This design comes from an exercise in tuning for small area, a short achievable clock period and few clock cycles per item on the open sky130 flow, not from production work.
The RTL was checked by simulation tests, not by an equivalence proof against the original design.
Power is estimated from default activity; no workload was simulated.

--- flow/config.mk ---
export PLATFORM = sky130hd
export DESIGN_NAME = keyed_score_table
export DESIGN_NICKNAME = keyed_score_table
export VERILOG_FILES = /design/flow/design.v
export SDC_FILE = /design/flow/constraint.sdc
export NUM_CORES = 4
export LEC_CHECK = 0
export ABC_CLOCK_PERIOD_IN_PS = 3000
export CAP_MARGIN = 20
export CORE_MARGIN = 2
export CORE_UTILIZATION = 30
export SETUP_SLACK_MARGIN = 5
export SLEW_MARGIN = 20
--- flow/constraint.sdc ---
create_clock -name core_clock -period 10.0 [get_ports {clk}]
set_input_delay 2.0000 -clock core_clock [delete_from_list [all_inputs] [get_ports {clk}]]
set_output_delay 2.0000 -clock core_clock [all_outputs]
set_load 0.01 [all_outputs]
--- flow/design.v ---
`timescale 1ns / 1ps
package kst_pkg;
    localparam int MAX_PLAYERS = 16;
    localparam int IDX_W       = $clog2(MAX_PLAYERS);
    localparam int CNT_W       = $clog2(MAX_PLAYERS + 1);
    localparam int SUM_W       = 32 + CNT_W;
    localparam logic [2:0] OP_CLEAR  = 3'd0;
    localparam logic [2:0] OP_ADD    = 3'd1;
    localparam logic [2:0] OP_UPDATE = 3'd2;
    localparam logic [2:0] OP_MAX    = 3'd3;
    localparam logic [2:0] OP_REMOVE = 3'd4;
    localparam logic [2:0] OP_SORT   = 3'd5;
    localparam logic [2:0] OP_AVG    = 3'd6;
    localparam logic [2:0] OP_NONE   = 3'd7;
    localparam logic [1:0] ST_OK       = 2'd0;
    localparam logic [1:0] ST_EMPTY    = 2'd1;
    localparam logic [1:0] ST_NOTFOUND = 2'd2;
    localparam logic [1:0] ST_FULL     = 2'd3;
endpackage
`timescale 1ns / 1ps
module kst_divider #(
    parameter int STEPS = 6
) (
    input  logic               clk,
    input  logic               rst_n,
    input  logic               load,
    input  logic signed [36:0] dividend,
    input  logic [4:0]         divisor,
    output logic               done,
    output logic [31:0]        quotient
);
    localparam int CYC = (36 + STEPS - 1) / STEPS;
    localparam int DW  = CYC * STEPS;
    logic [DW-1:0] dq_reg;    
    logic [3:0]    r_reg;     
    logic [4:0]    n_reg;
    logic          neg_reg;
    logic [$clog2(CYC+1)-1:0] cyc_reg;
    logic          busy_reg;
    logic [DW-1:0] dq_out;
    logic [3:0]    r_out;
    logic [4:0]    t;
    always_comb
    begin
        r_out  = r_reg;
        dq_out = dq_reg;
        for (int s = 0; s < STEPS; s++)
        begin
            t = {r_out, dq_out[DW-1]};
            if (t >= n_reg)
            begin
                r_out  = 4'(t - n_reg);
                dq_out = {dq_out[DW-2:0], 1'b1};
            end
            else
            begin
                r_out  = t[3:0];
                dq_out = {dq_out[DW-2:0], 1'b0};
            end
        end
    end
    always_ff @(posedge clk or negedge rst_n)
    begin
        if (!rst_n)
        begin
            busy_reg <= 1'b0;
            done     <= 1'b0;
            cyc_reg  <= '0;
        end
        else if (load)
        begin
            busy_reg <= 1'b1;
            done     <= 1'b0;
            cyc_reg  <= '0;
        end
        else if (busy_reg)
        begin
            cyc_reg <= cyc_reg + 1'b1;
            if (cyc_reg == CYC - 1)
            begin
                busy_reg <= 1'b0;
                done     <= 1'b1;
            end
        end
    end
    always_ff @(posedge clk)
    begin
        if (load)
        begin
            r_reg   <= dividend[36] ? 4'(divisor - 5'd1) : 4'd0;
            dq_reg  <= DW'(dividend);
            n_reg   <= divisor;
            neg_reg <= dividend[36];
        end
        else if (busy_reg)
        begin
            dq_reg <= dq_out;
            r_reg  <= r_out;
        end
    end
    assign quotient = dq_reg[31:0] + {31'd0, neg_reg && (r_reg != 4'd0)};
endmodule
`timescale 1ns / 1ps
import kst_pkg::*;
module keyed_score_table_core #(
    parameter int DIV_STEPS = 3
) (
    input  logic        clk,
    input  logic        rst_n,
    input  logic        in_valid,
    output logic        in_ready,
    input  logic [2:0]  in_op,
    input  logic [31:0] in_player_id,
    input  logic [31:0] in_score,
    output logic        out_valid,
    input  logic        out_ready,
    output logic [1:0]  out_status,
    output logic [31:0] out_id,
    output logic [31:0] out_score,
    output logic        out_last
);
    localparam int N = MAX_PLAYERS;
    logic              a_v;
    logic [2:0]        a_op;
    logic [31:0]       a_id;
    logic [31:0]       a_sc;
    logic              b_v;
    logic [2:0]        b_op;
    logic [31:0]       b_id;
    logic [31:0]       b_sc;
    logic [N-1:0]      b_m;       
    logic [N-1:0]      b_xlt;     
    logic [N-1:0]      b_xgt;     
    logic [N-1:0][31:0] ids;
    logic [N-1:0][31:0] scs;
    logic [N-1:0]       valid;
    logic [4:0]         cnt;
    logic [N-1:0][N-1:0] lt;
    logic [N-1:0][N-1:0] bu;
    logic              s_act;
    logic [3:0]        s_k;
    logic [N-1:0]      rem;
    logic signed [36:0] sum, sum_next;
    logic [31:0]       addv, subv;
    logic              zero_f, chg1;
    logic [1:0]        q_cnt;
    logic [66:0]       q_head, q_tail;
    logic              div_done;
    logic [31:0]       div_q;
    logic [N-1:0][N-1:0] bf;     
    logic [N-1:0][N-1:0] eqm;    
    logic [N-1:0][N-1:0] rs;     
    logic [N-1:0][N-1:0] bx;     
    always_comb
    begin
        for (int j = 0; j < N; j++)
            for (int i = 0; i < N; i++)
            begin
                if (j == i)
                begin
                    bf[j][i]  = 1'b0;
                    eqm[j][i] = 1'b0;
                    rs[j][i]  = 1'b0;
                    bx[j][i]  = 1'b0;
                end
                else
                begin
                    bf[j][i]  = (j < i) ? bu[j][i] : !bu[i][j];
                    eqm[j][i] = !lt[j][i] && !lt[i][j];
                    rs[j][i]  = lt[j][i] || (eqm[j][i] && bf[j][i]);
                    bx[j][i]  = lt[i][j] || (eqm[j][i] && bf[j][i]);
                end
            end
    end
    logic [N-1:0] m, sel, maxsel, minsel, fre, rem_eff;
    logic         found;
    logic         oa, ob, oc;
    always_comb
    begin
        m       = b_m & valid;
        rem_eff = s_act ? rem : valid;
        for (int i = 0; i < N; i++)
        begin
            oa = 1'b0; ob = 1'b0; oc = 1'b0;
            for (int j = 0; j < N; j++)
            begin
                oa = oa | (m[j] & bf[j][i]);
                ob = ob | (valid[j] & bx[j][i]);
                oc = oc | (rem_eff[j] & rs[j][i]);
            end
            sel[i]    = m[i] & !oa;
            maxsel[i] = valid[i] & !ob;
            minsel[i] = rem_eff[i] & !oc;
        end
        found = |m;
        for (int i = 0; i < N; i++)
        begin
            fre[i] = !valid[i];
            for (int j = 0; j < i; j++)
                fre[i] = fre[i] & valid[j];
        end
    end
    logic        room, empty, full, go, last, avg_rdy, done_op, produce;
    logic        add_ok, upd_ok, rem_ok, clr, sort_step, wr;
    logic [N-1:0] rdsel, w;
    logic [31:0] rd_id, rd_sc;
    logic [66:0] res;
    assign room    = (q_cnt != 2'd2);
    assign empty   = (cnt == 5'd0);
    assign full    = cnt[4];
    assign go      = b_v && room;
    assign last    = ({1'b0, s_k} == cnt - 5'd1);
    assign avg_rdy = div_done && !chg1;
    assign add_ok    = go && (b_op == OP_ADD) && !full;
    assign upd_ok    = go && (b_op == OP_UPDATE) && found;
    assign rem_ok    = go && (b_op == OP_REMOVE) && found;
    assign clr       = go && (b_op == OP_CLEAR);
    assign sort_step = go && (b_op == OP_SORT) && !empty;
    assign wr        = add_ok || upd_ok;
    assign w         = add_ok ? fre : sel;
    always_comb
    begin
        case (b_op)
            OP_SORT: rdsel = minsel;
            OP_MAX:  rdsel = maxsel;
            default: rdsel = sel;
        endcase
        rd_id = '0;
        rd_sc = '0;
        for (int i = 0; i < N; i++)
        begin
            rd_id = rd_id | (ids[i] & {32{rdsel[i]}});
            rd_sc = rd_sc | (scs[i] & {32{rdsel[i]}});
        end
    end
    always_comb
    begin
        done_op = 1'b1;
        produce = 1'b1;
        res     = {ST_OK, 32'd0, 32'd0, 1'b1};
        case (b_op)
            OP_ADD:
                if (full) res = {ST_FULL, 32'd0, 32'd0, 1'b1};
            OP_UPDATE, OP_REMOVE:
                if (empty) res = {ST_EMPTY, 32'd0, 32'd0, 1'b1};
                else if (!found) res = {ST_NOTFOUND, 32'd0, 32'd0, 1'b1};
            OP_MAX:
                if (empty) res = {ST_EMPTY, 32'd0, 32'd0, 1'b1};
                else res = {ST_OK, rd_id, rd_sc, 1'b1};
            OP_SORT:
                if (empty) res = {ST_EMPTY, 32'd0, 32'd0, 1'b1};
                else
                begin
                    res     = {ST_OK, rd_id, rd_sc, last};
                    done_op = last;
                end
            OP_AVG:
                if (empty) res = {ST_EMPTY, 32'd0, 32'd0, 1'b1};
                else
                begin
                    res     = {ST_OK, 32'd0, div_q, 1'b1};
                    done_op = avg_rdy;
                    produce = avg_rdy;
                end
            OP_NONE:
                produce = 1'b0;
            default: ;
        endcase
        done_op = done_op && go;
        produce = produce && go;
    end
    logic         b_take, a_take;
    logic [N-1:0] am, axlt, axgt;
    logic         f_eq, f_lt, f_gt;
    assign b_take   = !b_v || done_op;
    assign a_take   = !a_v || b_take;
    assign in_ready = a_take;
    assign f_eq = (a_id == b_id);
    assign f_lt = $signed(a_sc) < $signed(b_sc);
    assign f_gt = $signed(a_sc) > $signed(b_sc);
    always_comb
    begin
        for (int i = 0; i < N; i++)
        begin
            am[i]   = (add_ok && fre[i]) ? f_eq : (ids[i] == a_id);
            axlt[i] = (wr && w[i]) ? f_lt : ($signed(a_sc) < $signed(scs[i]));
            axgt[i] = (wr && w[i]) ? f_gt : ($signed(a_sc) > $signed(scs[i]));
        end
    end
    always_ff @(posedge clk or negedge rst_n)
    begin
        if (!rst_n)
        begin
            a_v   <= 1'b0;
            b_v   <= 1'b0;
            valid <= '0;
            cnt   <= '0;
            s_act <= 1'b0;
            s_k   <= '0;
            chg1  <= 1'b0;
            q_cnt <= '0;
        end
        else
        begin
            if (a_take)
                a_v <= in_valid;
            if (b_take)
                b_v <= a_v;
            if (clr)
            begin
                valid <= '0;
                cnt   <= '0;
            end
            else if (add_ok)
            begin
                valid <= valid | fre;
                cnt   <= cnt + 5'd1;
            end
            else if (rem_ok)
            begin
                valid <= valid & ~sel;
                cnt   <= cnt - 5'd1;
            end
            if (sort_step)
            begin
                s_act <= !last;
                s_k   <= last ? 4'd0 : s_k + 4'd1;
            end
            chg1  <= add_ok || upd_ok || rem_ok;
            q_cnt <= q_cnt + {1'b0, produce} - {1'b0, (q_cnt != 2'd0) && out_ready};
        end
    end
    assign sum_next = (zero_f ? 37'sd0 : sum) + 37'($signed(addv)) - 37'($signed(subv));
    always_ff @(posedge clk)
    begin
        if (a_take)
        begin
            a_op <= in_op;
            a_id <= in_player_id;
            a_sc <= in_score;
        end
        if (b_take)
        begin
            b_op  <= a_op;
            b_id  <= a_id;
            b_sc  <= a_sc;
            b_m   <= am;
            b_xlt <= axlt;
            b_xgt <= axgt;
        end
        for (int i = 0; i < N; i++)
        begin
            if (add_ok && fre[i])
                ids[i] <= b_id;
            if (wr && w[i])
                scs[i] <= b_sc;
        end
        for (int a = 0; a < N; a++)
            for (int b = 0; b < N; b++)
                if (a != b)
                begin
                    if (wr && w[a])
                        lt[a][b] <= b_xlt[b];
                    else if (wr && w[b])
                        lt[a][b] <= b_xgt[a];
                end
        for (int j = 0; j < N; j++)
            for (int i = j + 1; i < N; i++)
            begin
                if (add_ok && fre[j])
                    bu[j][i] <= 1'b1;
                else if (add_ok && fre[i])
                    bu[j][i] <= 1'b0;
                else if (sort_step && !s_act)
                    bu[j][i] <= rs[j][i];
            end
        if (sort_step)
            rem <= rem_eff & ~minsel;
        addv   <= wr ? b_sc : 32'd0;
        subv   <= (upd_ok || rem_ok) ? rd_sc : 32'd0;
        zero_f <= add_ok && empty;
        sum    <= sum_next;
        if (q_cnt == 2'd0 || (q_cnt == 2'd1 && out_ready))
        begin
            if (produce)
                q_head <= res;
        end
        else if (out_ready)
            q_head <= q_tail;
        if (produce)
            q_tail <= res;
    end
    kst_divider #(.STEPS(DIV_STEPS)) u_div (
        .clk(clk), .rst_n(rst_n),
        .load(chg1), .dividend(sum_next), .divisor(cnt),
        .done(div_done), .quotient(div_q)
    );
    assign out_valid  = (q_cnt != 2'd0);
    assign out_status = q_head[66:65];
    assign out_id     = q_head[64:33];
    assign out_score  = q_head[32:1];
    assign out_last   = q_head[0];
endmodule
`timescale 1ns / 1ps
module keyed_score_table (
    input  logic        clk,
    input  logic        rst_n,
    input  logic        in_valid,
    output logic        in_ready,
    input  logic [2:0]  in_op,
    input  logic [31:0] in_player_id,
    input  logic [31:0] in_score,
    output logic        out_valid,
    input  logic        out_ready,
    output logic [1:0]  out_status,
    output logic [31:0] out_id,
    output logic [31:0] out_score,
    output logic        out_last
);
    keyed_score_table_core u_core (
        .clk(clk), .rst_n(rst_n),
        .in_valid(in_valid), .in_ready(in_ready),
        .in_op(in_op), .in_player_id(in_player_id), .in_score(in_score),
        .out_valid(out_valid), .out_ready(out_ready),
        .out_status(out_status), .out_id(out_id), .out_score(out_score),
        .out_last(out_last)
    );
endmodule
--- flow/run.sh ---
#!/bin/bash
# synth_recipe.tcl (not shown) runs the flow's synth.tcl, then flattens the netlist and writes it again
# the make line also repeats each setting of config.mk as NAME=value (left out here)
make -C /OpenROAD-flow-scripts/flow DESIGN_CONFIG=/design/flow/config.mk WORK_HOME=/design/flow/orfs CLKGATE_MAP_FILE= SYNTH_SCRIPT=/design/flow/synth_recipe.tcl finish
==> results of run 1 <==
## where the power goes
| group | leakage (nW) | switching [mW] | internal (mW) |
|---|---|---|---|
| logic | 24.0 | 8.62 | 4.47 |
| clock network | 3.59 | 3.63 | 4.94 |
| registers | 17.5 | 2.52 | 11.0 |
| total | 45.1 | 14.8 | 20.5 |
## routing by layer
metal / track usage / share of wire / vias up
met4: 0.1843 / 0.077 / 26
met2: 0.4242 / 0.41 / 6841
met5: 0 / 0.00033 / -
met1: 0.3820 / 0.38 / 42840
li1: - / - / 34830
met3: 0.09161 / 0.13 / 1562
## cells by family (layout without fill, tap and decap cells)
family | after synthesis | count (layout)
compound gates | 2328 | 2331
xor+xnor | 629 | 629
fa+ha+maj | 643 | 643
buf+inv | 1248 | 1647
flops | 1901 | 1901
mux | 94 | 94
other cells | 0 | 23
simple gates | 2392 | 2396
## what timing repair did
action                                  CTS  global route
buffers inserted                         27            22
gates cloned                              8             0
endpoints found under the setup margin  511           153
resized for setup                        73            45
pin swaps                                18            12
## cell usage in the layout, fill, tap and decap left out, types with 39 or more instances in the layout
master              n
o21a_1             40
nor3_1             44
ha_1              602
fa_1               39
a21o_1            338
mux2_2             61
o21bai_1           43
o21ai_1            41
nand2_1           558
nand2b_1           88
xor2_1            262
xnor2_1           364
buf_4             278
a22oi_1           306
nand3b_1           69
edfxtp_1         1642
clkdlybuf4s50_1   137
and2_1             50
a21oi_1           298
dfxtp_1           222
nor2b_1           253
nor4_1            106
clkinv_2           42
clkbuf_16         220
a221oi_1           76
inv_1             755
nor2_1            488
o21ai_0           648
nand3_1           222
a22o_1             74
o22ai_1            42
nand4_1           342
o2111ai_1          91
a222oi_1          105
## cell type report
type	instances	area [sq um]	area share
timing repair buffer	450	3899	0.03294
clock buffer	261	5729	0.04841
multi-input combinational	6093	43610	0.3685
sequential	1901	54690	0.4621
clock inverter	141	1673	0.01414
inverter	795	3007	0.02541
antenna	23	57.56	0.0004863
tap	4536	5675	0.04796
## final timing paths
path	to	slack, ps	cells past startpoint	start
worst max-delay path	u_core.b_m[8]$_DFFE_PP_	4800	5	u_core.a_id[2]$_DFFE_PP_
worst min-delay path	u_core.b_op[2]$_DFFE_PP_	430	0	u_core.a_op[2]$_DFFE_PP_
worst max register to register	u_core.b_m[8]$_DFFE_PP_	4800	5	u_core.a_id[2]$_DFFE_PP_
worst min register to register	u_core.b_op[2]$_DFFE_PP_	430	0	u_core.a_op[2]$_DFFE_PP_
max in group asynchronous	u_core.valid[10]$_DFFE_PN0P_	8120	2	rst_n
min in group asynchronous	u_core.valid[1]$_DFFE_PN0P_	1250	2	rst_n
## stage by stage
step / instances / total power, mW / hold slack [ps] / util
floorplan: 9235 / 19.53 / 400.3 / -
global placement: 13710 / 25.74 / 401.6 / 0.3230
detailed placement: 13720 / 25.73 / 406.3 / 0.3231
CTS: 14150 / 34.54 / 434.9 / 0.3467
global route: 14180 / 36.27 / 428.9 / 0.3479
finish: 14200 / 35.24 / 432.9 / 0.3480
==> flow_metrics.tcl, run 1 <==
set metrics [dict create \
    status "complete, no violations" \
    grt_first_pass_wirelength_mm 703.5 \
    pre_cts_slack_ps 3920 \
    drv_cap 0 \
    io_buffers 139 \
    ant_nets 0 \
    synthDistinctLibCells 95 \
    ir_worst_vdd_mv 0.1884 \
    die_width_um 588.8 \
    die_area_sq_mm 0.3467 \
    netlist_instances 9235 \
    synth-compound-area-share 0.1531 \
    critPathTopFamily "simple AND/OR/NAND/NOR gates" \
    rows 214 \
    wirelength_mm 529.1 \
    worstSetupPathType "reg2reg" \
    syn_area_sq_mm 0.1026 \
    drc_errors 0 \
    synthToLayoutAreaGrowth_pct 15.34 \
    muxShareOfSynthArea 0.01062 \
    slew_viol_final 0 \
    cts_sinks 1901 \
    ys.warnings.count 2 \
    fmax_mhz 192.2 \
    hold_class "reg2reg" \
    core_sq_mm 0.3401 \
    synth.most_common_cell "edfxtp_1" \
    hold_viol 0 \
    fillers 34000 \
    critPathBufInv 0 \
    ctsLongestPathBuffers 4 \
    synth_fa_ha_area_frac 0.08126 \
    cp-start-kind "flop" \
    hold_buffers 0 \
    final_area_sq_mm 0.1183 \
    die_h_um 588.8 \
    antenna_found_initial 64 \
    synth.avg_cell_area_sq_um 11.11 \
    grt_pass1_vias 79960 \
    grt_usage 0.2942 \
    synth_ff_type "edfxtp_1" \
    postPlaceCellArea_sq_mm 0.1099 \
    start_util 0.3017 \
    grt_start_max_net_pins 98 \
    synthTopCellsByArea "edfxtp_1 48%, ha_1 7.4%, dfxtp_1 4.3%, o21ai_0 3.2%, xnor2_1 3.1%" \
    fin_setup_tns_ps 0 \
    clock_latency_ps 970 \
    worstPathCellList "xnor2_1 -> nand4_1 -> nor4_1 -> nand2_1 -> o21ai_0" \
    synthSimpleGateAreaFrac 0.1188 \
    leakage_nw 45.10 \
    fin_nets 10170 \
    fin_skew_ps 106.2 \
    fin_ws_ps 4797 \
    place_congestion 1.063 \
    layout_worst_path_cycle_share 0.5203 \
    setup_viol 0 \
    cp.required_ps 10560 \
    post_drt_wl_per_cell_um 37.26 \
    critPathCaptureType "flop" \
    synth_nets 9949 \
    cp_slowest_cell "o21ai_0" \
    via_per_inst 6.063 \
    firstDrtPassIters 10 \
    numCtsBuffers 216 \
    worst_slew_margin_rel 0.07285 \
    synth_edf_count 1642 \
    grt-ovfl-total 0 \
    drive_gt1_frac 0.09657 \
    synth_top_area_share 0.4805 \
    top_regs "u_core.ids x512, u_core.scs x512, u_core.lt x240" \
    cp_max_fo 18 \
    cp_data_arrival_time_ps 5770 \
    worst_slew_pin_slew_ps 1376 \
    synthTopCellsByCount "1642 x edfxtp_1, 775 x inv_1, 661 x o21ai_0" \
    ys_seq_area_frac 0.5329 \
    hpwl_mm 370.0 \
    synth-xor-area-share 0.05369 \
    rsz0062_at_grt "yes" \
    cts_tree "yes" \
    num_vias 86090 \
    critPathMaxStageDelay_ps 1150 \
    synth_top_area_cell "edfxtp_1" \
    clk_root_buffer_cell "clkbuf_16" \
    synth_seq_cells 1901 \
    p_per_area_mw_per_mm2 297.7 \
    period_minus_slack_ps 5203 \
    synth_top_family_by_area "compound AO/OA/AOI/OAI gates" \
    drtIter0Drc 15670 \
    ios 140 \
    synthArstFlopShare 0.01946 \
    clk_pin_slew_ps 60 \
    h-tree-depth 4 \
]
Testbench counts, summed over its fixed seeds: cycles 7,169, items 3,200.
==> inputs of run 2 (changes only) <==
--- a/flow/design.v
+++ b/flow/design.v
@@ -28,7 +28,8 @@
     input  logic [4:0]         divisor,
     output logic               done,
+    output logic               done_nx,      
     output logic [31:0]        quotient
 );
-    localparam int CYC = (36 + STEPS - 1) / STEPS;
+    localparam int CYC = (32 + STEPS - 1) / STEPS;
     localparam int DW  = CYC * STEPS;
     logic [DW-1:0] dq_reg;    
@@ -41,4 +42,6 @@
     logic [3:0]    r_out;
     logic [4:0]    t;
+    logic [4:0]    top;
+    assign top = 5'($signed(dividend[36:DW]));
     always_comb
     begin
@@ -60,4 +63,5 @@
         end
     end
+    assign done_nx = !load && (done || (busy_reg && cyc_reg == CYC - 1));
     always_ff @(posedge clk or negedge rst_n)
     begin
@@ -88,6 +92,6 @@
         if (load)
         begin
-            r_reg   <= dividend[36] ? 4'(divisor - 5'd1) : 4'd0;
-            dq_reg  <= DW'(dividend);
+            r_reg   <= top[4] ? 4'(top + divisor) : top[3:0];
+            dq_reg  <= dividend[DW-1:0];
             n_reg   <= divisor;
             neg_reg <= dividend[36];
@@ -145,6 +149,8 @@
     logic              zero_f, chg1;
     logic [1:0]        q_cnt;
+    logic              ov;        
+    logic              ir;        
     logic [66:0]       q_head, q_tail;
-    logic              div_done;
+    logic              div_done, div_done_nx;
     logic [31:0]       div_q;
     logic [N-1:0][N-1:0] bf;     
@@ -201,4 +207,15 @@
         end
     end
+    function automatic logic done_fn(input logic bv, input logic [2:0] op, input logic [4:0] n,
+                                     input logic [3:0] k, input logic dd, input logic chg,
+                                     input logic [1:0] qc);
+        logic d;
+        case (op)
+            OP_SORT: d = (n == 5'd0) || ({1'b0, k} == n - 5'd1);
+            OP_AVG:  d = (n == 5'd0) || (dd && !chg);
+            default: d = 1'b1;
+        endcase
+        done_fn = bv && (qc != 2'd2) && d;
+    endfunction
     logic        room, empty, full, go, last, avg_rdy, done_op, produce;
     logic        add_ok, upd_ok, rem_ok, clr, sort_step, wr;
@@ -274,6 +291,28 @@
     logic         f_eq, f_lt, f_gt;
     assign b_take   = !b_v || done_op;
-    assign a_take   = !a_v || b_take;
-    assign in_ready = a_take;
+    assign a_take   = ir;
+    assign in_ready = ir;
+    logic        a_v_n, b_v_n, chg1_n;
+    logic [2:0]  b_op_n;
+    logic [4:0]  cnt_n;
+    logic [3:0]  s_k_n;
+    logic [1:0]  q_cnt_n;
+    always_comb
+    begin
+        a_v_n  = a_take ? in_valid : a_v;
+        b_v_n  = b_take ? a_v : b_v;
+        b_op_n = b_take ? a_op : b_op;
+        if (clr)
+            cnt_n = 5'd0;
+        else if (add_ok)
+            cnt_n = cnt + 5'd1;
+        else if (rem_ok)
+            cnt_n = cnt - 5'd1;
+        else
+            cnt_n = cnt;
+        s_k_n   = sort_step ? (last ? 4'd0 : s_k + 4'd1) : s_k;
+        chg1_n  = add_ok || upd_ok || rem_ok;
+        q_cnt_n = q_cnt + {1'b0, produce} - {1'b0, ov && out_ready};
+    end
     assign f_eq = (a_id == b_id);
     assign f_lt = $signed(a_sc) < $signed(b_sc);
@@ -300,33 +339,26 @@
             chg1  <= 1'b0;
             q_cnt <= '0;
+            ov    <= 1'b0;
+            ir    <= 1'b1;
         end
         else
         begin
-            if (a_take)
-                a_v <= in_valid;
-            if (b_take)
-                b_v <= a_v;
+            a_v <= a_v_n;
+            b_v <= b_v_n;
             if (clr)
-            begin
                 valid <= '0;
-                cnt   <= '0;
-            end
             else if (add_ok)
-            begin
                 valid <= valid | fre;
-                cnt   <= cnt + 5'd1;
-            end
             else if (rem_ok)
-            begin
                 valid <= valid & ~sel;
-                cnt   <= cnt - 5'd1;
-            end
+            cnt <= cnt_n;
             if (sort_step)
-            begin
                 s_act <= !last;
-                s_k   <= last ? 4'd0 : s_k + 4'd1;
-            end
-            chg1  <= add_ok || upd_ok || rem_ok;
-            q_cnt <= q_cnt + {1'b0, produce} - {1'b0, (q_cnt != 2'd0) && out_ready};
+            s_k   <= s_k_n;
+            chg1  <= chg1_n;
+            q_cnt <= q_cnt_n;
+            ov    <= (q_cnt_n != 2'd0);
+            ir    <= !a_v_n || !b_v_n
+                     || done_fn(b_v_n, b_op_n, cnt_n, s_k_n, div_done_nx, chg1_n, q_cnt_n);
         end
     end
@@ -342,5 +374,5 @@
         if (b_take)
         begin
-            b_op  <= a_op;
+            b_op  <= b_op_n;
             b_id  <= a_id;
             b_sc  <= a_sc;
@@ -394,7 +426,7 @@
         .clk(clk), .rst_n(rst_n),
         .load(chg1), .dividend(sum_next), .divisor(cnt),
-        .done(div_done), .quotient(div_q)
+        .done(div_done), .done_nx(div_done_nx), .quotient(div_q)
     );
-    assign out_valid  = (q_cnt != 2'd0);
+    assign out_valid  = ov;
     assign out_status = q_head[66:65];
     assign out_id     = q_head[64:33];
==> flow/flow/run.sh (new file) <==
#!/bin/bash
set -euo pipefail
bash standard.sh SETUP_SLACK_MARGIN=6 finish > layout.log 2>&1
==> flow/standard.sh (new file) <==
#!/bin/bash
# synth_recipe.tcl (not shown) runs the flow's synth.tcl, then flattens the netlist and writes it again
# the make line also repeats each setting of config.mk as NAME=value (left out here)
make -C /OpenROAD-flow-scripts/flow DESIGN_CONFIG=/design/flow/config.mk WORK_HOME=/design/flow/orfs CLKGATE_MAP_FILE= SYNTH_SCRIPT=/design/flow/synth_recipe.tcl "${@:-finish}"
removed: flow/run.sh
==> run 2 against run 1 <==
Compared with the run above: clock power down 3.3%; largest cell class unchanged; synthesized cell count down 0.60%; worst hold slack better by 55 ps.
==> flow_metrics.tcl, run 2 <==
set metrics [dict create \
    synth_ff_type "edfxtp_1" \
    die_width_um 587.2 \
    rows 214 \
    io_buffers 139 \
    die_area_sq_mm 0.3448 \
    final_area_sq_mm 0.1260 \
    post_drt_wl_per_cell_um 37.94 \
    synth_seq_cells 1900 \
    hp-start "u_core.q_tail[55]$_DFFE_PP_" \
    crit_path_start "u_core.u_div.n_reg[1]$_DFFE_PP_" \
    slew_viol_final 0 \
    hpwl_mm 367.3 \
    worst_slew_margin_rel 0.1375 \
    antenna_found_initial 44 \
    core_sq_mm 0.3392 \
    r2r_cells 25 \
    grt_start_max_net_pins 150 \
    synth_nets 9901 \
    mostFrequentLayoutCells "1639 x edfxtp_1, 747 x inv_1, 723 x o21ai_0" \
    regToRegEndpoint "u_core.u_div.dq_reg[0]$_DFFE_PP_" \
    h-tree-depth 4 \
    firstDrtPassIters 9 \
    pre_cts_slack_ps 4281 \
    grt_first_pass_wirelength_mm 725.3 \
    ios 140 \
    critPathCaptureType "flop" \
    die_h_um 587.2 \
    clk_root_buffer_cell "clkbuf_16" \
    rrSetupSlack_ps 5230 \
    path_common_cell "a21o_1" \
    wirelength_mm 554.4 \
    start_util 0.3008 \
    synth.avg_cell_area_sq_um 11.12 \
    instances_no_fill 14610 \
    fin_setup_tns_ps 0 \
    rr_startpoint "u_core.u_div.n_reg[1]$_DFFE_PP_" \
    fillers 33070 \
    synth_edf_count 1639 \
    cp.required_ps 10650 \
    grt-ovfl-total 0 \
    num_vias 88660 \
    grt_pass1_vias 81240 \
    cp_slowest_cell "edfxtp_1" \
    hold_class "reg2reg" \
    hold_viol 0 \
    final_common_cell "edfxtp_1" \
    status "complete, no violations" \
    p_total_mw 35.09 \
    fin_nets 10590 \
    rsz0062_at_grt "yes" \
    holdWs_ps 487.6 \
    crit_end "u_core.u_div.dq_reg[0]$_DFFE_PP_" \
    cp_data_arrival_time_ps 5410 \
    syn_area_sq_mm 0.1020 \
    synthToLayoutAreaGrowth_pct 23.48 \
    clk_pin_slew_ps 60 \
    dpl.cell_count 13680 \
    drive_gt1_frac 0.1604 \
    synthDistinctLibCells 89 \
    ant_nets 0 \
    p_per_area_mw_per_mm2 278.5 \
    netlist_instances 9180 \
    ys_seq_area_frac 0.5355 \
    synthArstFlopShare 0.02053 \
    fin_ws_ps 5235 \
    leakage_nw 48.35 \
    hold_buffers 0 \
    cts_sinks 1900 \
    drv_cap 0 \
    postPlaceCellArea_sq_mm 0.1096 \
    synthTopCellsByArea "edfxtp_1 48%, ha_1 7.5%, xnor2_1 4.8%, dfxtp_1 4.4%, o21ai_0 3.9%" \
    critPathMaxStageDelay_ps 430 \
    synth_top_area_share 0.4823 \
    worst_slew_pin_slew_ps 1282 \
    place_congestion 1.066 \
    drtIter0Drc 16500 \
    cp-start-kind "flop" \
    synth.most_common_cell "edfxtp_1" \
    top_regs "u_core.ids x512, u_core.scs x512, u_core.lt x240" \
    numCtsBuffers 222 \
    grt_usage 0.3056 \
    ctsLongestPathBuffers 4 \
    drc_errors 0 \
    worstSetupPathType "reg2reg" \
    ir_worst_vdd_mv 0.3613 \
    cp_max_fo 7 \
    via_per_inst 6.068 \
    setup_viol 0 \
    synth_top_area_cell "edfxtp_1" \
    synthTopCellsByCount "1639 x edfxtp_1, 798 x o21ai_0, 779 x inv_1" \
    cts_tree "yes" \
    final_core_util 0.3714 \
    layout_worst_path_cycle_share 0.4765 \
    ys.warnings.count 2 \
    period_minus_slack_ps 4765 \
    clock_latency_ps 1020 \
    fin_skew_ps 175.1 \
    fmax_mhz 209.9 \
]
==> run 2: how the worst min path moves through the flow <==
stage | to | cells after the start
6_report | u_core.q_head[55]$_DFFE_PP_ | 1
5_1_grt | u_core.q_head[57]$_DFFE_PP_ | 1
4_1_cts | u_core.q_head[55]$_DFFE_PP_ | 1
3_5_place_dp | u_core.b_v$_DFF_PN0_ | 1
3_3_place_gp | u_core.b_v$_DFF_PN0_ | 1
2_1_floorplan | u_core.u_div.n_reg[3]$_DFFE_PP_ | 0
==> run 2: what timing repair did <==
| action | in CTS | in global routing |
|---|---|---|
| gates cloned | 45 | 11 |
| buffers inserted | 331 | 109 |
| pin swaps | 202 | 194 |
| gates resized for setup | 625 | 328 |
| endpoints found under the setup margin | 1536 | 609 |
==> run 2: cells by family (layout without fill, tap and decap cells) <==
group | after synthesis | count (layout) | synth area share
other cells | 0 | 25 | 0
fa+ha+maj | 650 | 650 | 0.08265
mux | 94 | 97 | 0.01040
flops | 1900 | 1900 | 0.5355
buf+inv | 1228 | 2084 | 0.04737
xor+xnor | 631 | 631 | 0.05416
compound gates | 2356 | 2360 | 0.1530
simple gates | 2321 | 2327 | 0.1170
==> run 2: report_power, final <==
group / leakage [nW] / internal (mW) / total, mW / switching [mW]
Combinational: 27.4 / 5.30 / 14.0 / 8.74
Clock: 3.48 / 4.64 / 8.29 / 3.65
Sequential: 17.5 / 10.8 / 12.8 / 1.95
Total: 48.4 / 20.8 / 35.1 / 14.3
==> run 2: cell type report <==
type | instances | area [sq um] | area share
Antenna cell | 25 | 62.56 | 0.0004965
Timing Repair Buffer | 884 | 10110 | 0.08026
Inverter | 792 | 3093 | 0.02455
Sequential cell | 1900 | 54660 | 0.4338
Multi-Input combinational cell | 6065 | 45210 | 0.3588
Clock inverter | 126 | 1234 | 0.009791
Clock buffer | 282 | 5954 | 0.04726
Tap cell | 4536 | 5675 | 0.04504
==> run 2: routing by layer <==
| metal | global-route usage | share of wire | vias up |
|---|---|---|---|
| met5 | 0 | 0.00029 | - |
| met4 | 0.2002 | 0.085 | 24 |
| met3 | 0.1004 | 0.14 | 1757 |
| met2 | 0.4354 | 0.40 | 7457 |
| met1 | 0.3939 | 0.38 | 43780 |
| li1 | - | - | 35640 |
==> run 2: worst max-delay path: cells and delay by family, from the launching register on <==
family                   cells  cell delay (ps)
adder cells (fa/ha/maj)      3              620
AND/OR/NAND/NOR              3              290
buffers and inverters        3              280
AO/OA/AOI/OAI               13             2130
multiplexers                 3              770
flip-flops                   1              430
Testbench counts of run 2, summed over its fixed seeds: cycles 6,983, items 3,200.
==> inputs of run 3 (changes only) <==
--- a/flow/design.v
+++ b/flow/design.v
@@ -20,5 +20,5 @@
 `timescale 1ns / 1ps
 module kst_divider #(
-    parameter int STEPS = 6
+    parameter int STEPS = 2
 ) (
     input  logic               clk,
@@ -31,17 +31,27 @@
     output logic [31:0]        quotient
 );
-    localparam int CYC = (32 + STEPS - 1) / STEPS;
-    localparam int DW  = CYC * STEPS;
+    localparam int CYC = (16 + STEPS - 1) / STEPS;
+    localparam int DW  = 2 * CYC * STEPS;
     logic [DW-1:0] dq_reg;    
     logic [3:0]    r_reg;     
-    logic [4:0]    n_reg;
     logic          neg_reg;
     logic [$clog2(CYC+1)-1:0] cyc_reg;
     logic          busy_reg;
+    logic [3:0]    qk [1:3];
+    logic [1:0]    rk [1:3];
     logic [DW-1:0] dq_out;
     logic [3:0]    r_out;
-    logic [4:0]    t;
     logic [4:0]    top;
+    logic [5:0]    kn;
     assign top = 5'($signed(dividend[36:DW]));
+    function automatic logic ge4(input logic [3:0] r, input logic [3:0] a);
+        ge4 = (r[3] & ~a[3]) | ((r[3] | ~a[3]) & ((r[2] & ~a[2]) | ((r[2] | ~a[2])
+              & ((r[1] & ~a[1]) | ((r[1] | ~a[1]) & (r[0] | ~a[0]))))));
+    endfunction
+    logic [1:0] be;
+    logic [3:0] ak [1:3];
+    logic [1:0] ek [1:3];
+    logic [1:0] dk [1:3];
+    logic [3:1] ck;
     always_comb
     begin
@@ -50,14 +60,31 @@
         for (int s = 0; s < STEPS; s++)
         begin
-            t = {r_out, dq_out[DW-1]};
-            if (t >= n_reg)
+            be = dq_out[DW-1:DW-2];
+            for (int k = 1; k <= 3; k++)
             begin
-                r_out  = 4'(t - n_reg);
-                dq_out = {dq_out[DW-2:0], 1'b1};
+                ak[k] = qk[k] + {3'd0, rk[k] > be};
+                ek[k] = 2'({rk[k] > be, be} - {1'b0, rk[k]});
+                ck[k] = ge4(r_out, ak[k]);
+                dk[k] = r_out[1:0] - ak[k][1:0];
+            end
+            if (ck[3])
+            begin
+                r_out  = {dk[3], ek[3]};
+                dq_out = {dq_out[DW-3:0], 2'd3};
+            end
+            else if (ck[2])
+            begin
+                r_out  = {dk[2], ek[2]};
+                dq_out = {dq_out[DW-3:0], 2'd2};
+            end
+            else if (ck[1])
+            begin
+                r_out  = {dk[1], ek[1]};
+                dq_out = {dq_out[DW-3:0], 2'd1};
             end
             else
             begin
-                r_out  = t[3:0];
-                dq_out = {dq_out[DW-2:0], 1'b0};
+                r_out  = {r_out[1:0], be};
+                dq_out = {dq_out[DW-3:0], 2'd0};
             end
         end
@@ -94,6 +121,11 @@
             r_reg   <= top[4] ? 4'(top + divisor) : top[3:0];
             dq_reg  <= dividend[DW-1:0];
-            n_reg   <= divisor;
             neg_reg <= dividend[36];
+            for (int k = 1; k <= 3; k++)
+            begin
+                kn    = 6'(k) * {1'b0, divisor};
+                qk[k] <= kn[5:2];
+                rk[k] <= kn[1:0];
+            end
         end
         else if (busy_reg)
@@ -108,5 +140,5 @@
 import kst_pkg::*;
 module keyed_score_table_core #(
-    parameter int DIV_STEPS = 3
+    parameter int DIV_STEPS = 2
 ) (
     input  logic        clk,
==> run 3 against run 2 <==
Compared with the run above: critical path depth decreased by 6; non-clock buffer count up 35; die area barely moved; total power grew 4.9%; sequential share of layout area down 0.47 points; wire length hardly changed; clock-buffer cell count fell by 8; cell area is 1.3% higher; first-iteration DRC count increased by 2.2%; sequential cell count increased by 4; critical endpoint is now u_core.u_div.r_reg[3]$_DFFE_PP_; largest cell class unchanged; largest power group unchanged.
==> flow_metrics.tcl, run 3 <==
set metrics [dict create \
    grt-ovfl-total 0 \
    clock_latency_ps 960 \
    grt_usage 0.3074 \
    netlist_instances 9035 \
    p_total_mw 36.81 \
    worst_slew_pin_slew_ps 1379 \
    slew_viol_final 0 \
    die_area_sq_mm 0.3450 \
    io_buffers 139 \
    cp_data_arrival_time_ps 5650 \
    fmax_mhz 197.1 \
    ant_nets 0 \
    rsz0062_at_grt "yes" \
    cp-start-kind "flop" \
    via_per_inst 6.153 \
    grt_first_pass_wirelength_mm 729.2 \
    cts_sinks 1904 \
    synthTopCellsByArea "edfxtp_1 48%, ha_1 7.6%, xnor2_1 5.2%, dfxtp_1 4.4%, o21ai_0 4.3%" \
    drive_gt1_frac 0.1816 \
    cts_tree "yes" \
    hold_class "reg2reg" \
    final_common_cell "edfxtp_1" \
    h-tree-depth 4 \
    synth_nets 9775 \
    clk_root_buffer_cell "clkbuf_16" \
    num_vias 89270 \
    seq_area_sq_mm 0.05478 \
    layout_worst_path_cycle_share 0.5073 \
    status "complete, no violations" \
    dpl.cell_count 13520 \
    hold_viol 0 \
    period_minus_slack_ps 5073 \
    cp.required_ps 10570 \
    numCtsBuffers 219 \
    synth_top_area_cell "edfxtp_1" \
    grt_start_max_net_pins 77 \
    fin_setup_tns_ps 0 \
    synth.most_common_cell "edfxtp_1" \
    firstDrtPassIters 10 \
    fin_nets 10470 \
    leakage_nw 48.38 \
    ys_seq_area_frac 0.5364 \
    drtIter0Drc 16860 \
    place_congestion 1.058 \
    worst_slew_margin_rel 0.07072 \
    cp_slowest_cell "edfxtp_1" \
    synth_edf_count 1643 \
    rows 214 \
    core_sq_mm 0.3392 \
    p_clk_frac 0.228 \
    antenna_found_initial 87 \
    wirelength_mm 554.5 \
    fin_ws_ps 4927 \
    p_per_area_mw_per_mm2 288.3 \
    grt_pass1_vias 82100 \
    synthDistinctLibCells 94 \
    die_width_um 587.3 \
    internal-power_mw 21.48 \
    fin_skew_ps 104.0 \
    synth_seq_cells 1904 \
    share_comb_of_total_power 0.425 \
    synthTopCellsByCount "1643 x edfxtp_1, 868 x o21ai_0, 777 x inv_1" \
    fillers 32840 \
    ctsLongestPathBuffers 4 \
    ios 140 \
    mostFrequentLayoutCells "1643 x edfxtp_1, 806 x o21ai_0, 737 x inv_1" \
    critPathCaptureType "flop" \
    worstSetupPathType "reg2reg" \
    setup_viol 0 \
    worstPathCellList "ha_4 -> fa_2 -> ha_4 -> ha_4 -> fa_2 -> inv_2 -> maj3_2 -> maj3_2 -> nor2b_4 -> nor2_4 -> mux2_4 -> ha_4 -> fa_2 -> maj3_2 -> maj3_2 -> mux2i_1 -> o211a_1 -> nor3_2 -> a31oi_1" \
    pre_cts_slack_ps 4222 \
    p_sw_mw 15.32 \
    die_h_um 587.3 \
    ir_worst_vdd_mv 0.2273 \
    share_seq_of_total_power 0.347 \
    hpwl_mm 361.9 \
    synth_top_area_share 0.4833 \
    swShare 0.4163 \
    synth.avg_cell_area_sq_um 11.30 \
    drv_cap 0 \
    ys.warnings.count 7 \
    cp_max_fo 4 \
    start_util 0.3009 \
    syn_area_sq_mm 0.1021 \
    instances_no_fill 14510 \
    synthToLayoutAreaGrowth_pct 25.06 \
    synth_ff_type "edfxtp_1" \
    synthArstFlopShare 0.02048 \
    multi_input_area_sq_mm 0.04619 \
    top_regs "u_core.ids x512, u_core.scs x512, u_core.lt x240" \
    critPathMaxStageDelay_ps 450 \
    drc_errors 0 \
    clk_pin_slew_ps 60 \
    post_drt_wl_per_cell_um 38.22 \
]
==> run 3: cell type report <==
class | instances | share of cell area
flip-flops and latches | 1904 | 0.4291
multi-input cells | 5903 | 0.3618
repair buffers | 919 | 0.08266
clock buffers | 274 | 0.04613
well taps | 4536 | 0.04445
inverters | 785 | 0.02423
clock inverters | 125 | 0.01042
diodes | 60 | 0.001176
repair inverters | 2 | 0.0001274
==> run 3: worst max-delay path, delay by kind of cell, from the launching register on <==
kind            cells  cell delay (ps)
compound gates      2              290
fa+ha+maj          11             3070
buf+inv             1               30
flops               1              450
mux                 2              500
simple gates        3              430
==> run 3: final timing paths <==
kind / start / to / slack, ps / depth (start not counted)
setup reg to reg: u_core.u_div.rk[1][0]$_DFFE_PP_ / u_core.u_div.r_reg[3]$_DFFE_PP_ / 4930 / 19
hold / removal: u_core.q_tail[4]$_DFFE_PP_ / u_core.q_head[4]$_DFFE_PP_ / 470 / 1
setup / recovery: u_core.u_div.rk[1][0]$_DFFE_PP_ / u_core.u_div.r_reg[3]$_DFFE_PP_ / 4930 / 19
max in group asynchronous: rst_n / u_core.valid[15]$_DFFE_PN0P_ / 8110 / 2
hold reg to reg: u_core.q_tail[4]$_DFFE_PP_ / u_core.q_head[4]$_DFFE_PP_ / 470 / 1
min in group asynchronous: rst_n / u_core.u_div.busy_reg$_DFF_PN0_ / 1200 / 2
==> run 3: power by group through the flow <==
stage / combinational [mW] / sequential (mW) / clock (mW)
5_1_grt: 16.2 / 12.8 / 8.65
3_5_place_dp: 11.8 / 12.8 / 0
2_1_floorplan: 6.61 / 12.0 / 0
4_1_cts: 14.0 / 12.6 / 8.38
6_report: 15.7 / 12.8 / 8.38
3_3_place_gp: 11.8 / 12.8 / 0
==> run 3: kinds of logic after synthesis <==
logic type / after synthesis / synth area share
AOI/OAI and AO/OA: 2253 / 0.1469
buffers and inverters: 1235 / 0.04775
xor gates and xnor gates: 644 / 0.05525
adders and majority gates: 681 / 0.08678
DFF: 1904 / 0.5364
muxes: 149 / 0.01636
and+or+nand+nor: 2169 / 0.1106
==> run 3: metal layers <==
layer / routed length, um / global-route usage / vias to the layer above
li1: - / - / 35300
met1: 201200 / 0.3828 / 44210
met2: 222200 / 0.4320 / 7628
met3: 81050 / 0.1193 / 2063
met4: 49580 / 0.2205 / 70
met5: 517 / 0 / -
==> run 3: metrics by stage <==
stage,hold WS [ps],instance area [sq um],util
after global placement,457.9,109700,0.3232
after detailed placement,481.8,109700,0.3234
after floorplan,424.4,102300,-
after CTS,466.5,125400,0.3695
after global routing,503.4,127500,0.3759
final,472.7,127700,0.3763
==> run 3: repair_timing <==
action | 4_1_cts | 5_1_grt
hold buffers | 0 | 0
endpoints found under the setup margin | 1641 | 777
gates cloned | 53 | 5
buffers inserted | 378 | 93
pin swaps | 227 | 180
gates resized for setup | 874 | 280
Testbench counts of run 3, summed over its fixed seeds: cycles 6,449, items 3,200.
==> inputs of run 4 (changes only) <==
--- a/flow/design.v
+++ b/flow/design.v
@@ -45,11 +45,37 @@
     logic [5:0]    kn;
     assign top = 5'($signed(dividend[36:DW]));
+    logic        p2;
+    logic [31:0] p2q;
+    logic        p2r;
+    always_comb
+    begin
+        p2  = 1'b1;
+        p2q = dividend[31:0];
+        p2r = 1'b0;
+        case (divisor)
+            5'd1:  begin p2q = dividend[31:0]; p2r = 1'b0;               end
+            5'd2:  begin p2q = dividend[32:1]; p2r = dividend[0];        end
+            5'd4:  begin p2q = dividend[33:2]; p2r = |dividend[1:0];     end
+            5'd8:  begin p2q = dividend[34:3]; p2r = |dividend[2:0];     end
+            5'd16: begin p2q = dividend[35:4]; p2r = |dividend[3:0];     end
+            default: p2 = 1'b0;
+        endcase
+    end
     function automatic logic ge4(input logic [3:0] r, input logic [3:0] a);
         ge4 = (r[3] & ~a[3]) | ((r[3] | ~a[3]) & ((r[2] & ~a[2]) | ((r[2] | ~a[2])
               & ((r[1] & ~a[1]) | ((r[1] | ~a[1]) & (r[0] | ~a[0]))))));
     endfunction
+    function automatic logic gt4(input logic [3:0] r, input logic [3:0] a);
+        gt4 = (r[3] & ~a[3]) | ((r[3] | ~a[3]) & ((r[2] & ~a[2]) | ((r[2] | ~a[2])
+              & ((r[1] & ~a[1]) | ((r[1] | ~a[1]) & (r[0] & ~a[0]))))));
+    endfunction
     logic [1:0] be;
-    logic [3:0] ak [1:3];
+    logic       up [1:3];
     logic [1:0] ek [1:3];
+    logic [STEPS-1:0][3:1]      upr, upn;
+    logic [STEPS-1:0][3:1][1:0] ekr, ekn;
+    logic [1:0] rkn [1:3];
+    logic [5:0] knn;
+    logic [1:0] bn;
     logic [1:0] dk [1:3];
     logic [3:1] ck;
@@ -63,8 +89,8 @@
             for (int k = 1; k <= 3; k++)
             begin
-                ak[k] = qk[k] + {3'd0, rk[k] > be};
-                ek[k] = 2'({rk[k] > be, be} - {1'b0, rk[k]});
-                ck[k] = ge4(r_out, ak[k]);
-                dk[k] = r_out[1:0] - ak[k][1:0];
+                up[k] = upr[s][k];
+                ek[k] = ekr[s][k];
+                ck[k] = up[k] ? gt4(r_out, qk[k]) : ge4(r_out, qk[k]);
+                dk[k] = up[k] ? 2'(r_out[1:0] - qk[k][1:0] - 2'd1) : 2'(r_out[1:0] - qk[k][1:0]);
             end
             if (ck[3])
@@ -90,5 +116,27 @@
         end
     end
-    assign done_nx = !load && (done || (busy_reg && cyc_reg == CYC - 1));
+    always_comb
+    begin
+        for (int k = 1; k <= 3; k++)
+        begin
+            knn    = 6'(k) * {1'b0, divisor};
+            rkn[k] = load ? knn[1:0] : rk[k];
+        end
+        for (int s = 0; s < STEPS; s++)
+        begin
+            if (load)
+                bn = dividend[DW-1-2*s -: 2];
+            else if (DW-1-2*STEPS-2*s >= 1)
+                bn = dq_reg[(DW-1-2*STEPS-2*s >= 1 ? DW-1-2*STEPS-2*s : 1) -: 2];
+            else
+                bn = 2'd0;
+            for (int k = 1; k <= 3; k++)
+            begin
+                upn[s][k] = (rkn[k] > bn);
+                ekn[s][k] = 2'({rkn[k] > bn, bn} - {1'b0, rkn[k]});
+            end
+        end
+    end
+    assign done_nx = load ? p2 : (done || (busy_reg && cyc_reg == CYC - 1));
     always_ff @(posedge clk or negedge rst_n)
     begin
@@ -101,6 +149,6 @@
         else if (load)
         begin
-            busy_reg <= 1'b1;
-            done     <= 1'b0;
+            busy_reg <= !p2;
+            done     <= p2;
             cyc_reg  <= '0;
         end
@@ -119,6 +167,14 @@
         if (load)
         begin
-            r_reg   <= top[4] ? 4'(top + divisor) : top[3:0];
-            dq_reg  <= dividend[DW-1:0];
+            if (p2)
+            begin
+                r_reg  <= {3'd0, p2r};
+                dq_reg <= DW'(p2q);
+            end
+            else
+            begin
+                r_reg  <= top[4] ? 4'(top + divisor) : top[3:0];
+                dq_reg <= dividend[DW-1:0];
+            end
             neg_reg <= dividend[36];
             for (int k = 1; k <= 3; k++)
@@ -134,4 +190,9 @@
             r_reg  <= r_out;
         end
+        if (load || busy_reg)
+        begin
+            upr <= upn;
+            ekr <= ekn;
+        end
     end
     assign quotient = dq_reg[31:0] + {31'd0, neg_reg && (r_reg != 4'd0)};
@@ -217,5 +278,5 @@
     begin
         m       = b_m & valid;
-        rem_eff = s_act ? rem : valid;
+        rem_eff = rem;
         for (int i = 0; i < N; i++)
         begin
@@ -440,5 +501,15 @@
             end
         if (sort_step)
-            rem <= rem_eff & ~minsel;
+            rem <= last ? valid : rem_eff & ~minsel;
+        else if (s_act)
+            rem <= rem;
+        else if (clr)
+            rem <= '0;
+        else if (add_ok)
+            rem <= valid | fre;
+        else if (rem_ok)
+            rem <= valid & ~sel;
+        else
+            rem <= valid;
         addv   <= wr ? b_sc : 32'd0;
         subv   <= (upd_ok || rem_ok) ? rd_sc : 32'd0;
==> run 4 against run 3 <==
Compared with the run above: synthesized cell count is 6.3% higher; wire length rose by 3.5%; core utilization is 1.3 points lower; sequential share of layout area rose by 0.64 points; non-clock buffer count fell by 222; combinational power up 32%; total power up 16%; sequential cell count rose by 22; critical path depth is 1 higher; critical path type unchanged; critical endpoint is now u_core.u_div.r_reg[2]$_DFFE_PP_; largest cell class unchanged; largest power group unchanged.
==> flow_metrics.tcl, run 4 <==
set metrics [dict create \
    synth.most_common_cell "edfxtp_1" \
    mostFrequentLayoutCells "1659 x edfxtp_1, 736 x inv_1, 691 x o21ai_0" \
    antenna_found_initial 75 \
    post_drt_wl_per_cell_um 38.61 \
    cp_data_arrival_time_ps 5220 \
    die_h_um 596.8 \
    share_seq_of_total_power 0.306 \
    cts_tree "yes" \
    synthToLayoutAreaGrowth_pct 20.67 \
    clk_pin_slew_ps 60 \
    synthTopCellsByArea "edfxtp_1 47%, ha_1 7.5%, xnor2_1 5.0%, dfxtp_1 4.3%, o21ai_0 3.7%" \
    cp.required_ps 10610 \
    layout_worst_path_cycle_share 0.4617 \
    numCtsBuffers 220 \
    grt_first_pass_wirelength_mm 748.0 \
    syn_area_sq_mm 0.1054 \
    synth.avg_cell_area_sq_um 10.98 \
    core_sq_mm 0.3497 \
    final_area_sq_mm 0.1272 \
    h-tree-depth 4 \
    synthArstFlopShare 0.02025 \
    drc_errors 0 \
    synth_top_area_cell "edfxtp_1" \
    hpwl_mm 391.4 \
    place_congestion 1.072 \
    ir_worst_vdd_mv 0.3557 \
    hold_class "reg2reg" \
    leakage_nw 48.57 \
    synth_edf_count 1659 \
    synthDistinctLibCells 101 \
    start_util 0.3015 \
    worst_slew_pin_slew_ps 1300 \
    grt_usage 0.3059 \
    io_buffers 139 \
    hold_viol 0 \
    firstDrtPassIters 7 \
    slew_viol_final 0 \
    die_width_um 596.8 \
    p_sw_mw 19.21 \
    cp_max_fo 8 \
    fillers 34500 \
    setup_viol 0 \
    clock_latency_ps 960 \
    rows 217 \
    fin_setup_tns_ps 0 \
    ys.warnings.count 8 \
    ys_seq_area_frac 0.5251 \
    p_per_area_mw_per_mm2 334.2 \
    period_minus_slack_ps 4617 \
    clk_root_buffer_cell "clkbuf_16" \
    ant_nets 0 \
    share_comb_of_total_power 0.488 \
    ios 140 \
    critPathCaptureType "flop" \
    rrSetupSlack_ps 5380 \
    instances_no_fill 14870 \
    drtIter0Drc 17320 \
    rsz0062_at_grt "yes" \
    top_regs "u_core.ids x512, u_core.scs x512, u_core.lt x240" \
    internal-power_mw 23.32 \
    p_clk_frac 0.205 \
    hold_buffers 0 \
    via_per_inst 6.176 \
    postPlaceCellArea_sq_mm 0.1138 \
    synthTopCellsByCount "1659 x edfxtp_1, 785 x o21ai_0, 762 x inv_1" \
    ctsLongestPathBuffers 4 \
    netlist_instances 9602 \
    worstSetupPathType "reg2reg" \
    final_common_cell "edfxtp_1" \
    synth_ff_type "edfxtp_1" \
    dpl.cell_count 14180 \
    grt-ovfl-total 0 \
    fin_nets 10790 \
    grt_start_max_net_pins 74 \
    num_vias 91830 \
    status "complete, no violations" \
    fin_skew_ps 108.8 \
    drv_cap 0 \
    wirelength_mm 574.1 \
    grt_pass1_vias 83530 \
    die_area_sq_mm 0.3562 \
    worst_slew_margin_rel 0.1252 \
    fmax_mhz 216.6 \
    synth_seq_cells 1926 \
    drive_gt1_frac 0.1422 \
    cp-start-kind "flop" \
    synth_top_area_share 0.4725 \
    cts_sinks 1926 \
    synth_nets 10350 \
    swShare 0.4517 \
]
-- run 4: cell types whose count changed after synthesis, moves of 83 or more --
cell	previous run	this run
nor2_1	402	510
a22oi_1	270	420
o21ai_0	868	785
nand2_1	443	560
a21o_1	195	407
a222oi_1	130	19
-- run 4: logic make-up after synthesis --
logic type / synth area share
xor gates and xnor gates: 0.05408
adders and majority gates: 0.08397
and+or+nand+nor: 0.1178
muxes: 0.004367
buffers and inverters: 0.04755
AOI/OAI and AO/OA: 0.1672
DFF: 0.5251
-- run 4: path summary, 6_finish.rpt --
check / startpoint / cells past startpoint / endpoint
worst max-delay path: u_core.zero_f$_DFF_P_ / 20 / u_core.u_div.r_reg[2]$_DFFE_PP_
worst min-delay path: u_core.q_tail[19]$_DFFE_PP_ / 2 / u_core.q_head[19]$_DFFE_PP_
worst max register to register: u_core.zero_f$_DFF_P_ / 20 / u_core.u_div.r_reg[2]$_DFFE_PP_
worst min register to register: u_core.q_tail[19]$_DFFE_PP_ / 2 / u_core.q_head[19]$_DFFE_PP_
max in group asynchronous: rst_n / 2 / u_core.cnt[0]$_DFF_PN0_
min in group asynchronous: rst_n / 2 / u_core.valid[2]$_DFF_PN0_
-- run 4: metal layers --
layer  global-route usage  vias to the layer above  share of wire
met5                    0                        -        0.00057
met1               0.4055                    45550           0.38
met3               0.1030                     1708           0.14
li1                     -                    36770              -
met2               0.4290                     7749           0.40
met4               0.1815                       48          0.077
-- run 4: cell type report --
type / count / area, sq um / share of cell area
Antenna cell: 39 / 97.59 / 0.0007671
Clock buffer: 281 / 6060 / 0.04763
Sequential cell: 1926 / 55400 / 0.4354
Tap cell: 4599 / 5754 / 0.04523
Inverter: 778 / 3043 / 0.02392
Clock inverter: 131 / 1506 / 0.01184
Timing Repair Buffer: 697 / 7462 / 0.05865
Multi-Input combinational cell: 6418 / 47910 / 0.3765
-- run 4: critical path: stages (launching register included) --
cell and delay [ps]:
dfxtp_4 360, buf_12 150, nand2b_1 200, fa_1 560
inv_1 70, ha_4 290, a21oi_2 160, nand2_1 100
a311oi_4 270, buf_6 170, nor4b_4 60, a211o_4 370
a21boi_4 230, xnor2_4 130, buf_4 150, buf_6 130
fa_2 380, xnor2_1 180, o21ai_0 120, o21ai_1 150
o22ai_1 110
-- run 4: per-stage QoR --
stage               setup WS [ps]  hold slack, ps  utilization  power, mW
detailed placement           4119           451.4       0.3254      29.19
floorplan                    5069           424.4            -      21.32
finish                       5383           455.2       0.3638      42.53
CTS                          5399           462.9       0.3581      40.02
global placement             4274           438.2       0.3253      29.12
global route                 5263           487.7       0.3636      43.38
-- run 4: power groups by stage --
stage	sequential, mW	combinational [mW]	clock, mW
after floorplan	12.2	9.10	0
after global placement	13.2	15.9	0
after detailed placement	13.2	16.0	0
after CTS	12.9	18.4	8.73
after global routing	13.0	21.4	9.01
final	13.0	20.8	8.73
-- run 4: repair_timing --
item,in CTS,in global routing
setup buffers,145,58
pin swaps,87,113
gates cloned,18,13
setup endpoints to repair,1743,506
gates resized for setup,589,263
Testbench counts of run 4, summed over its fixed seeds: cycles 5,824, items 3,200.
==> inputs of run 5 (changes only) <==
--- a/flow/design.v
+++ b/flow/design.v
@@ -31,5 +31,5 @@
     output logic [31:0]        quotient
 );
-    localparam int CYC = (16 + STEPS - 1) / STEPS;
+    localparam int CYC = (18 + STEPS - 1) / STEPS;
     localparam int DW  = 2 * CYC * STEPS;
     logic [DW-1:0] dq_reg;    
@@ -42,7 +42,7 @@
     logic [DW-1:0] dq_out;
     logic [3:0]    r_out;
-    logic [4:0]    top;
     logic [5:0]    kn;
-    assign top = 5'($signed(dividend[36:DW]));
+    logic [3:0]    nm1;       
+    assign nm1 = 4'(divisor - 5'd1);
     logic        p2;
     logic [31:0] p2q;
@@ -63,19 +63,21 @@
     end
     function automatic logic ge4(input logic [3:0] r, input logic [3:0] a);
-        ge4 = (r[3] & ~a[3]) | ((r[3] | ~a[3]) & ((r[2] & ~a[2]) | ((r[2] | ~a[2])
-              & ((r[1] & ~a[1]) | ((r[1] | ~a[1]) & (r[0] | ~a[0]))))));
+        logic [3:0] g, k;
+        g = r & ~a;
+        k = r | ~a;
+        ge4 = g[3] | (k[3] & g[2]) | (k[3] & k[2] & g[1]) | (k[3] & k[2] & k[1] & k[0]);
     endfunction
     function automatic logic gt4(input logic [3:0] r, input logic [3:0] a);
-        gt4 = (r[3] & ~a[3]) | ((r[3] | ~a[3]) & ((r[2] & ~a[2]) | ((r[2] | ~a[2])
-              & ((r[1] & ~a[1]) | ((r[1] | ~a[1]) & (r[0] & ~a[0]))))));
+        logic [3:0] g, k;
+        g = r & ~a;
+        k = r | ~a;
+        gt4 = g[3] | (k[3] & g[2]) | (k[3] & k[2] & g[1]) | (k[3] & k[2] & k[1] & g[0]);
+    endfunction
+    function automatic logic gt2(input logic [1:0] a, input logic [1:0] b);
+        gt2 = (a[1] & ~b[1]) | ((a[1] | ~b[1]) & a[0] & ~b[0]);
     endfunction
     logic [1:0] be;
     logic       up [1:3];
     logic [1:0] ek [1:3];
-    logic [STEPS-1:0][3:1]      upr, upn;
-    logic [STEPS-1:0][3:1][1:0] ekr, ekn;
-    logic [1:0] rkn [1:3];
-    logic [5:0] knn;
-    logic [1:0] bn;
     logic [1:0] dk [1:3];
     logic [3:1] ck;
@@ -89,6 +91,6 @@
             for (int k = 1; k <= 3; k++)
             begin
-                up[k] = upr[s][k];
-                ek[k] = ekr[s][k];
+                up[k] = gt2(rk[k], be);
+                ek[k] = be - rk[k];
                 ck[k] = up[k] ? gt4(r_out, qk[k]) : ge4(r_out, qk[k]);
                 dk[k] = up[k] ? 2'(r_out[1:0] - qk[k][1:0] - 2'd1) : 2'(r_out[1:0] - qk[k][1:0]);
@@ -116,26 +118,4 @@
         end
     end
-    always_comb
-    begin
-        for (int k = 1; k <= 3; k++)
-        begin
-            knn    = 6'(k) * {1'b0, divisor};
-            rkn[k] = load ? knn[1:0] : rk[k];
-        end
-        for (int s = 0; s < STEPS; s++)
-        begin
-            if (load)
-                bn = dividend[DW-1-2*s -: 2];
-            else if (DW-1-2*STEPS-2*s >= 1)
-                bn = dq_reg[(DW-1-2*STEPS-2*s >= 1 ? DW-1-2*STEPS-2*s : 1) -: 2];
-            else
-                bn = 2'd0;
-            for (int k = 1; k <= 3; k++)
-            begin
-                upn[s][k] = (rkn[k] > bn);
-                ekn[s][k] = 2'({rkn[k] > bn, bn} - {1'b0, rkn[k]});
-            end
-        end
-    end
     assign done_nx = load ? p2 : (done || (busy_reg && cyc_reg == CYC - 1));
     always_ff @(posedge clk or negedge rst_n)
@@ -174,6 +154,6 @@
             else
             begin
-                r_reg  <= top[4] ? 4'(top + divisor) : top[3:0];
-                dq_reg <= dividend[DW-1:0];
+                r_reg  <= dividend[36] ? nm1 : 4'd0;
+                dq_reg <= DW'(dividend);
             end
             neg_reg <= dividend[36];
@@ -190,9 +170,4 @@
             r_reg  <= r_out;
         end
-        if (load || busy_reg)
-        begin
-            upr <= upn;
-            ekr <= ekn;
-        end
     end
     assign quotient = dq_reg[31:0] + {31'd0, neg_reg && (r_reg != 4'd0)};
@@ -224,4 +199,5 @@
     logic              b_v;
     logic [2:0]        b_op;
+    logic              b_sort, b_max;    
     logic [31:0]       b_id;
     logic [31:0]       b_sc;
@@ -331,9 +307,10 @@
     always_comb
     begin
-        case (b_op)
-            OP_SORT: rdsel = minsel;
-            OP_MAX:  rdsel = maxsel;
-            default: rdsel = sel;
-        endcase
+        if (b_sort)
+            rdsel = minsel;
+        else if (b_max)
+            rdsel = maxsel;
+        else
+            rdsel = sel;
         rd_id = '0;
         rd_sc = '0;
@@ -468,4 +445,6 @@
         begin
             b_op  <= b_op_n;
+            b_sort <= (a_op == OP_SORT);
+            b_max  <= (a_op == OP_MAX);
             b_id  <= a_id;
             b_sc  <= a_sc;
==> run 5 against run 4 <==
Compared with the run above: clock power decreased by 2%; critical path depth decreased by 8; total power increased by 5.8%; register-to-register slack improved by 150 ps.
==> flow_metrics.tcl, run 5 <==
set metrics [dict create \
    top_regs "u_core.ids x512, u_core.scs x512, u_core.lt x240" \
    io_buffers 139 \
    rows 217 \
    cts_sinks 1910 \
    leakage_nw 49.31 \
    cp_max_fo 16 \
    mostFrequentLayoutCells "1649 x edfxtp_1, 796 x inv_1, 621 x nand2_1" \
    critPathMaxStageDelay_ps 630 \
    ios 140 \
    synth_top_area_share 0.4702 \
    synth.avg_cell_area_sq_um 10.98 \
    fin_setup_tns_ps 0 \
    hold_viol 0 \
    final_common_cell "edfxtp_1" \
    fin_ws_ps 5533 \
    grt_first_pass_wirelength_mm 766.7 \
    ir_worst_vdd_mv 0.2888 \
    hpwl_mm 410.0 \
    ys_seq_area_frac 0.5217 \
    hold_class "reg2reg" \
    cts_tree "yes" \
    die_area_sq_mm 0.3558 \
    worst_slew_margin_rel 0.1126 \
    synth.most_common_cell "edfxtp_1" \
    grt_pass1_vias 85360 \
    synthDistinctLibCells 104 \
    worstPathCellList "o21bai_1 -> a22oi_1 -> nand4_1 -> o221ai_2 -> buf_4 -> nand2_4 -> buf_6 -> o32ai_1 -> a221o_1 -> or4_4 -> o2bb2ai_2 -> mux2_4" \
    period_minus_slack_ps 4467 \
    cp.required_ps 10650 \
    drtIter0Drc 16310 \
    grt_usage 0.3157 \
    critPathBufInv 2 \
    numCtsBuffers 225 \
    netlist_instances 9589 \
    critPathTopFamily "compound AO/OA/AOI/OAI gates" \
    place_congestion 1.073 \
    drv_cap 0 \
    fin_skew_ps 138.0 \
    rrSetupSlack_ps 5530 \
    p_per_area_mw_per_mm2 347.4 \
    synthTopCellsByArea "edfxtp_1 47%, ha_1 7.6%, xnor2_1 5.1%, dfxtp_1 4.2%, o21ai_0 3.0%" \
    rsz0062_at_grt "yes" \
    cp-start-kind "flop" \
    start_util 0.3014 \
    slew_viol_final 0 \
    clk_root_buffer_cell "clkbuf_16" \
    core_sq_mm 0.3494 \
    synth_ff_type "edfxtp_1" \
    drc_errors 0 \
    use_met3 0.1004 \
    met2_usage 0.4523 \
    status "complete, no violations" \
    grt-ovfl-total 0 \
    setup_viol 0 \
    synth_edf_count 1649 \
    globalRouteMet1Util 0.4137 \
    synth_nets 10340 \
    ctsLongestPathBuffers 4 \
    worstSetupPathType "reg2reg" \
    cp_slowest_cell "or4_4" \
    post_drt_wl_per_cell_um 39.24 \
    grt-busiest-layer "met2" \
    fmax_mhz 223.8 \
    wirelength_mm 588.2 \
    synthArstFlopShare 0.02042 \
    via_per_inst 6.213 \
    hold_buffers 0 \
    grt_start_max_net_pins 109 \
    h-tree-depth 4 \
    dpl.cell_count 14200 \
    synth_seq_cells 1910 \
]
==> run 5: cell types whose count changed in the layout (fill, tap and decap cells not counted), moves of 56 or more <==
cell / change
o21ai_0: -122
buf_4: +69
inv_1: +60
nor3_1: +56
nand2_1: +80
nand4_1: -57
a21o_1: -61
a22oi_1: -109
o32ai_1: +76
nor2_1: -98
==> run 5: final cells by class <==
class                   instances  area (sq um)
repair buffers                818          8546
well taps                    4599          5754
diodes                         35         87.58
fillers                     34090        220000
multi-input cells            6367         49420
flip-flops and latches       1910         54980
clock buffers                 294          6010
repair inverters                2         16.27
clock inverters               118          1328
inverters                     846          3334
==> run 5: what timing repair did <==
item,4_1_cts,5_1_grt
endpoints found under the setup margin,1659,576
gates cloned,14,14
setup buffers,221,98
gates resized for setup,690,393
pin swaps,138,174
==> run 5: worst paths after layout <==
check | from | end | depth (start not counted)
min in group asynchronous | rst_n | u_core.valid[10]$_DFF_PN0_ | 1
worst max-delay path | u_core.bu[10]$_SDFFE_PP1P_ | u_core.q_head[11]$_DFFE_PP_ | 12
worst min register to register | u_core.a_v$_DFF_PN0_ | u_core.b_v$_DFF_PN0_ | 1
worst min-delay path | u_core.a_v$_DFF_PN0_ | u_core.b_v$_DFF_PN0_ | 1
max in group asynchronous | rst_n | u_core.valid[13]$_DFF_PN0_ | 1
worst max register to register | u_core.bu[10]$_SDFFE_PP1P_ | u_core.q_head[11]$_DFFE_PP_ | 12
==> run 5: metrics by stage <==
step                total power [mW]  area (sq um)  hold slack, ps
finish                         44.98        129500           506.2
global route                   45.83        129400           526.2
CTS                            41.83        126300           496.6
detailed placement             30.63        113800           480.3
global placement               30.56        113800           479.8
floorplan                      21.80        105400           424.4
==> run 5: worst register-to-register path: cells and delay by family (launching register included) <==
| family | cells | cell delay, ps |
|---|---|---|
| buffers and inverters | 2 | 590 |
| muxes | 1 | 290 |
| and+or+nand+nor | 3 | 1190 |
| AOI/OAI and AO/OA | 6 | 1680 |
| DFF | 1 | 440 |
==> run 5: per-layer routing <==
layer / share of wire / wire [um]
met1: 0.38 / 223400
met2: 0.41 / 239000
met3: 0.14 / 79620
met4: 0.078 / 45950
met5: 0.00046 / 271
==> run 5: cell families (layout without fill, tap and decap cells) <==
kind of cell	after synthesis	in the layout	share of synthesized area
compound gates	2511	2511	0.1651
simple gates	2422	2425	0.1170
buf+inv	1315	2078	0.04824
other cells	0	35	0
xor+xnor	652	652	0.05435
flops	1910	1910	0.5217
mux	98	98	0.01023
fa+ha+maj	681	681	0.08341
==> run 5: power breakdown <==
group	leakage, nW	switching, mW	internal [mW]	total (mW)
sequential	17.5	2.17	11.2	13.4
clock	3.56	3.67	4.87	8.55
combinational	28.2	14.8	8.30	23.1
Testbench counts of run 5, summed over its fixed seeds: cycles 5,914, items 3,200.

Re-timed with assumed drivers on the ports (clkbuf_16 on the clock, buf_2 on other inputs), run 5 has 5.533 ns of setup slack against 5.533 ns with ideal ports, and 5.187 ns once port delays also move by the mid clock arrival of 1.038 ns.
